Context: an optimization exercise on an open-source flow, tuned for small area, a short achievable clock period and few clock cycles per item. The choices shown serve that exercise and are no tape-out recipe.
No run shown here included a check of the RTL's function; only the layout flow was run.
Power figures rest on the tool's default switching activity, not on a simulated workload.

==> flow/design.v, too long to show whole: its modules and the start of the top module <==
// module mtsed_scale: 562 lines
// module mtsed_quot: 177 lines
// module mtsed_ms: 273 lines
// module multitouch_slot_event_decoder_unit: 239 lines
module multitouch_slot_event_decoder_unit (
    input  logic               i_clk,
    input  logic               i_rst_n,
    input  logic               i_event_valid,
    output logic               o_event_ready,
    input  logic [4:0]         i_event_type,
    input  logic [9:0]         i_event_code,
    input  logic signed [31:0] i_event_value,
    input  logic [31:0]        i_time_seconds,
    input  logic [19:0]        i_time_microseconds,
    output logic               o_result_valid,
    input  logic               i_result_ready,
    output logic               o_result_processed,
    output logic               o_result_slot_index,
    output logic               o_result_slot_valid,
    output logic [15:0]        o_result_slot_x,
    output logic [15:0]        o_result_slot_y,
    output logic [7:0]         o_result_slot_pressure,
    output logic [1:0]         o_result_slot_kind,
    output logic [1:0]         o_result_touch_count,
    output logic [41:0]        o_result_report_time_ms,
    input  logic               i_cfg_valid,
    output logic               o_cfg_ready,
    input  logic [3:0]         i_cfg_index,
    input  logic [11:0]        i_cfg_data
);
  // ...
==> flow/run.sh <==
#!/bin/bash
# synth_recipe.tcl (not shown) runs the flow's synth.tcl, then flattens the netlist and writes it again
# the make line also repeats each setting of config.mk as NAME=value (left out here)
make -C /OpenROAD-flow-scripts/flow DESIGN_CONFIG=/design/flow/config.mk WORK_HOME=/design/flow/orfs CLKGATE_MAP_FILE= SYNTH_SCRIPT=/design/flow/synth_recipe.tcl finish
==> flow/config.mk <==
export PLATFORM = sky130hd
export DESIGN_NAME = multitouch_slot_event_decoder_unit
export DESIGN_NICKNAME = multitouch_slot_event_decoder_unit
export VERILOG_FILES = /design/flow/design.v
export SDC_FILE = /design/flow/constraint.sdc
export NUM_CORES = 4
export LEC_CHECK = 0
export CAP_MARGIN = 20
export CORE_MARGIN = 2
export CORE_UTILIZATION = 40
export SETUP_SLACK_MARGIN = 5
export SLEW_MARGIN = 20
==> flow/constraint.sdc <==
create_clock -name core_clock -period 9.0 [get_ports {i_clk}]
set_input_delay 1.8000 -clock core_clock [delete_from_list [all_inputs] [get_ports {i_clk}]]
set_output_delay 1.8000 -clock core_clock [all_outputs]
set_load 0.01 [all_outputs]
==> impl_results.md, run 1 <==
* Clock-net power at between 1 and 1.5 mW
* Min-delay src: a_slot$_DFFE_PN_
* Buffers excl. clock at 299
* Multiplexer share of the synthesized area at 0.0519
* Peak supply drop at 122 uV
* Ys flop type: edfxtp_1
* CTS tree: built
* Power Combinational at 1.14 mW
* Max H-tree Level at 2
* Tmin final at 4.13 ns
* Worst-margin pin slew at about 0.9 ns
* DRC viols at 0
* Multi-input combinational area share at 0.509
* Met3 wire length at around 4500 um
* Met2 WL at 33100 um
* Final Max Tran Viols at 0
* Share of cells above drive strength 1 at 0.124
* Largest net degree at the start of global routing at 69
* CLK BUF at 46
* Worst R2R Path Depth at 16
* Grt met3 use at 0.0376
* Dominant kind of cell: multi-input combinational cells
* Clock sink total at 284
* DR WL/cell at 20.8 um
* Max layer used: met4
* Period Utilization, post-route at 0.459
* Synth Area in Adders at 0.229
* Status: no timing/DRC/antenna violations
* Seq pwr at about 1.5 mW
* Hold Vio Cnt, Final at 0
* Combinational Power Share at 0.282
* Commonest cells after routing, fill and taps aside: nand2_1 (237), edfxtp_1 (208), clkdlybuf4s50_1 (197)
==> run 2, diff against run 1 <==
--- a/flow/config.mk
+++ b/flow/config.mk
@@ -5,6 +5,7 @@
 export SDC_FILE = /design/flow/constraint.sdc
 export NUM_CORES = 4
 export LEC_CHECK = 0
+export ABC_AREA = 1
 export CAP_MARGIN = 20
 export CORE_MARGIN = 2
 export CORE_UTILIZATION = 40
==> run 2 against run 1 <==
  * Clock skew increased by 0.0085 ns
  * Sequential power is essentially flat
  * Largest power group unchanged
  * Still clean on timing, DRC and antenna
  * Routed wire length increased by 11%
  * Die area increased by 7.4%
==> impl_results.md, run 2 <==
* Cell area after placement at 27200 um2 (was 25600 um2)
* Status: no timing/DRC/antenna violations (unchanged)
* DR WL/cell at 18.8 um (was 20.8 um)
* Unrepaired setup endpoints after global routing: true (unchanged)
* Synth unique cells at 51 (was 75)
* Vias in the first global route at 21100 (was 18400)
* Vias per cell at 5.32 (was 5.56)
* GRT overflow at 0 (unchanged)
* CTS tree: built (unchanged)
* Detailed Routing Iterations Pass 1 at 5 (was 6)
* Async SR Flop Fraction at 0 (unchanged)
* Die Y at 251 um (was 243 um)
* Final setup vio count at 0 (unchanged)
* Share of cells above drive strength 1 at 0.0799 (was 0.124)
* Design Area, Final at 28900 um2 (was 28000 um2)
* DRC viols at 0 (unchanged)
* Max H-tree Level at 2 (unchanged)
* Nets@finish at 3606 (was 2900)
* Die W at 251 um (was 243 um)
* Clock sink total at 284 (unchanged)
* Worst Path Max Fanout at 2 (was 3)
* Worst-margin pin slew at 1.00 ns (was 0.906 ns)
* Die area at 63200 um2 (was 58800 um2)
* Initial antenna violation count at 0 (was 1)
* Row count at 90 (was 87)
* Clock transition at the registers of the reported paths at 0.06 ns (was 0.07 ns)
* Syn Nets at 3398 (was 2694)
* PwrDens at 148 nW/um2 (was 145 nW/um2)
* # diodes at 0 (unchanged)
* Clock root cell: clkbuf_16 (unchanged)
* # IOs at 212 (unchanged)
* WS Path Type: in -> out (was reg -> reg)
* Total CTS buffers at 34 (unchanged)
* EDFF count, synth at 208 (unchanged)
* Pleak at 13.6 nW (was 11.5 nW)
* Layout fillers at 5875 (was 5197)
* Largest net degree at the start of global routing at 73 (was 69)
* Crit end category: output port (was flip-flop)
* Ys Warns at 1 (unchanged)
* Core area at 60500 um2 (was 56300 um2)
* Cell Count, Final, Fillers Out at 3974 (was 3243)
* Gpl congestion at 0.924 (was 0.855)
* Final Max Tran Viols at 0 (unchanged)
* Cell Area, Synth at 24500 um2 (was 22800 um2)
* Synth area leaders: edfxtp_1 (26%), fa_1 (13%), nand2_1 (9.4%) (was edfxtp_1 (27%), fa_1 (14%), ha_1 (8.5%))
* Synth top area share at 0.255 (was 0.274)
* Hold Vio Cnt, Final at 0 (unchanged)
* Max-Slew Margin vs Limit at 0.324 (was 0.396)
* Biggest register: m_pl (unchanged)
* Post-Syn Instances at 2960 (was 2256)
* Clock tree buffer depth at 3 (unchanged)
* Area grow syn2layout at 18.2% (was 22.8%)
* Avg Inst Size Synth at 8.27 um2 (was 10.1 um2)
* First-pass GRT wire length at 116000 um (was 103000 um)
* DPL Wire Length at 55800 um (was 46900 um)
* Critical Path RT at 7.20 ns (was 9.36 ns)
* WL final at 74700 um (was 67600 um)
* GRT Overall Usage at 0.234 (was 0.223)
* Commonest cells after routing, fill and taps aside: nand2_1 (606), inv_1 (430), nor2_1 (247) (was nand2_1 (237), edfxtp_1 (208), clkdlybuf4s50_1 (197))
* Placed cell count at 3853 (was 3117)
* Most common cell after layout, fill and taps aside: nand2_1 (unchanged)
* Starting Density at 0.405 (about the same)
* Routed vias at 21100 (was 18000)
* Count leader, synth: nand2_1 (unchanged)
* # port buffers at 207 (unchanged)
* Peak Freq at 254 MHz (was 242 MHz)
* Period Utilization, post-route at 0.437 (was 0.459)
* Sequential area share after synthesis at 0.317 (was 0.341)
* Setup TNS at 0 ns (unchanged)
* Commonest cells post-synth: nand2_1 (615), inv_1 (445), nor2_1 (251) (was nand2_1 (246), edfxtp_1 (208), inv_1 (191))
* #FFs+latches synth at 284 (unchanged)
* Ys flop type: edfxtp_1 (unchanged)
* Max reg flops at 56 (unchanged)
* Final Skew at 0.0263 ns (was 0.0177 ns)
* Top Registers: m_pl (56), a_pl (49), r_ms (42) (unchanged)
* Maxcap violations at 0 (unchanged)
* Hold Path Class: reg -> reg (unchanged)
* DR iter-0 viols at 1438 (was 1335)
* Peak supply drop at 119 uV (was 122 uV)
* Final ANT Viol Nets at 0 (unchanged)
* Leading area contributor after synthesis: edfxtp_1 (unchanged)
* Total Power at 4.29 mW (was 4.04 mW)
* Crit start category: primary input (was flip-flop)
* Clock latency (worst-skew pair) at 0.56 ns (was 0.54 ns)
* Tmin final at 3.93 ns (was 4.13 ns)
* CP arrival at 2.13 ns (was 4.49 ns)
-- run 2: cell count changes in the layout (fill, tap and decap cells not counted), sizes merged, moves of 20 or more --
cell,change
xnor2,-152
clkinvlp,+21
nor2,+104
a22oi,-136
and2,-20
inv,+246
o22ai,+138
o21ai,+84
mux2,-43
mux2i,-22
xor2,+118
a21oi,+35
nand2,+388
nand3,+88
-- run 2: per-layer routing --
layer,vias to the layer above,global-route usage,part of all wire
li1,10100,-,-
met4,0,0.0762,0.032
met1,10100,0.306,0.43
met3,149,0.0361,0.069
met2,810,0.397,0.47
met5,-,0,0
-- run 2: cells by family (layout without fill, tap and decap cells) --
family          Yosys count  in the layout  share of synthesized area
compound gates          464            464                      0.108
xor+xnor                170            170                     0.0608
fa+ha+maj               318            318                      0.213
buf+inv                 571            803                     0.0898
flops                   284            284                      0.317
mux                      42             42                     0.0193
other cells               1              1                   0.000153
simple gates           1110           1110                      0.192
-- run 2: through the flow --
step	setup WS, ns	util	hold WS (ns)
floorplan	5.19	-	0.400
global placement	4.19	0.449	0.413
detailed placement	4.16	0.450	0.408
CTS	4.96	0.473	0.423
global route	4.98	0.479	0.430
finish	5.07	0.479	0.420
-- run 2: cell type report --
| class | instances | area (um2) | area share |
|---|---|---|---|
| clock buffer | 43 | 905 | 0.0313 |
| sequential | 284 | 7770 | 0.268 |
| multi-input combinational | 2105 | 14600 | 0.504 |
| tap | 782 | 978 | 0.0338 |
| clock inverter | 17 | 215 | 0.00743 |
| timing repair inverter | 8 | 52.6 | 0.00182 |
| inverter | 462 | 1810 | 0.0624 |
| timing repair buffer | 273 | 2620 | 0.0904 |
-- run 2: critical path: stages --
cell	delay, ns
buf_2	0.09
inv_1	0.06
nand2_1	0.05
buf_2	0.13
-- run 2: path summary, 6_finish.rpt --
check | start | end | slack [ns] | depth (start not counted)
max | i_result_ready | o_event_ready | 5.07 | 4
min | a_prs$_DFFE_PN_ | m_prs$_DFFE_PN_ | 0.42 | 0
max reg2reg | a_pl[43]$_DFFE_PN_ | m_pl[37]$_DFFE_PN_ | 5.12 | 18
min reg2reg | a_prs$_DFFE_PN_ | m_prs$_DFFE_PN_ | 0.42 | 0
-- run 2: timing repair --
action | CTS | global route
endpoints found under the setup margin | 105 | 130
hold buffers | 0 | 0
resized for setup | 28 | 35
gates cloned | 6 | 2
setup buffers | 22 | 31
pin swaps | 1 | 10
-- run 2: report_power, final --
| group | switching (mW) | internal, mW | leakage (nW) |
|---|---|---|---|
| clock | 0.566 | 0.808 | 0.538 |
| combinational | 0.884 | 0.545 | 10.2 |
| sequential | 0.0462 | 1.44 | 2.88 |

re-timing with driven ports:
Ports are ideal in the flow. The routed layouts listed here were re-timed in OpenROAD.
Step 1 sets driving cells, clkbuf_16 on the clock port and buf_2 on the other inputs (assumed; they add their load-dependent delay and slew).
Step 2 also shifts input and output timing later by t, the mid clock arrival at the registers, as if the neighbouring blocks saw the same clock.
a / b / c = ideal ports / drivers / drivers and shift; a / b = the first two.
run | shift t [ns] | setup slack, ns | hold slack, ns | pins driven straight from the clock port
run 1 | 0.595 | 4.867 / 4.867 / 4.498 | 0.417 / 0.417 / 0.417 | 1
run 2 | 0.609 | 5.067 / 5.047 / 4.653 | 0.420 / 0.420 / 0.420 | 1
After both steps setup and hold are still met in every run listed. The setup slack of run 2, which loses most, moves by -0.020 ns with the drivers and by -0.414 ns with both steps.
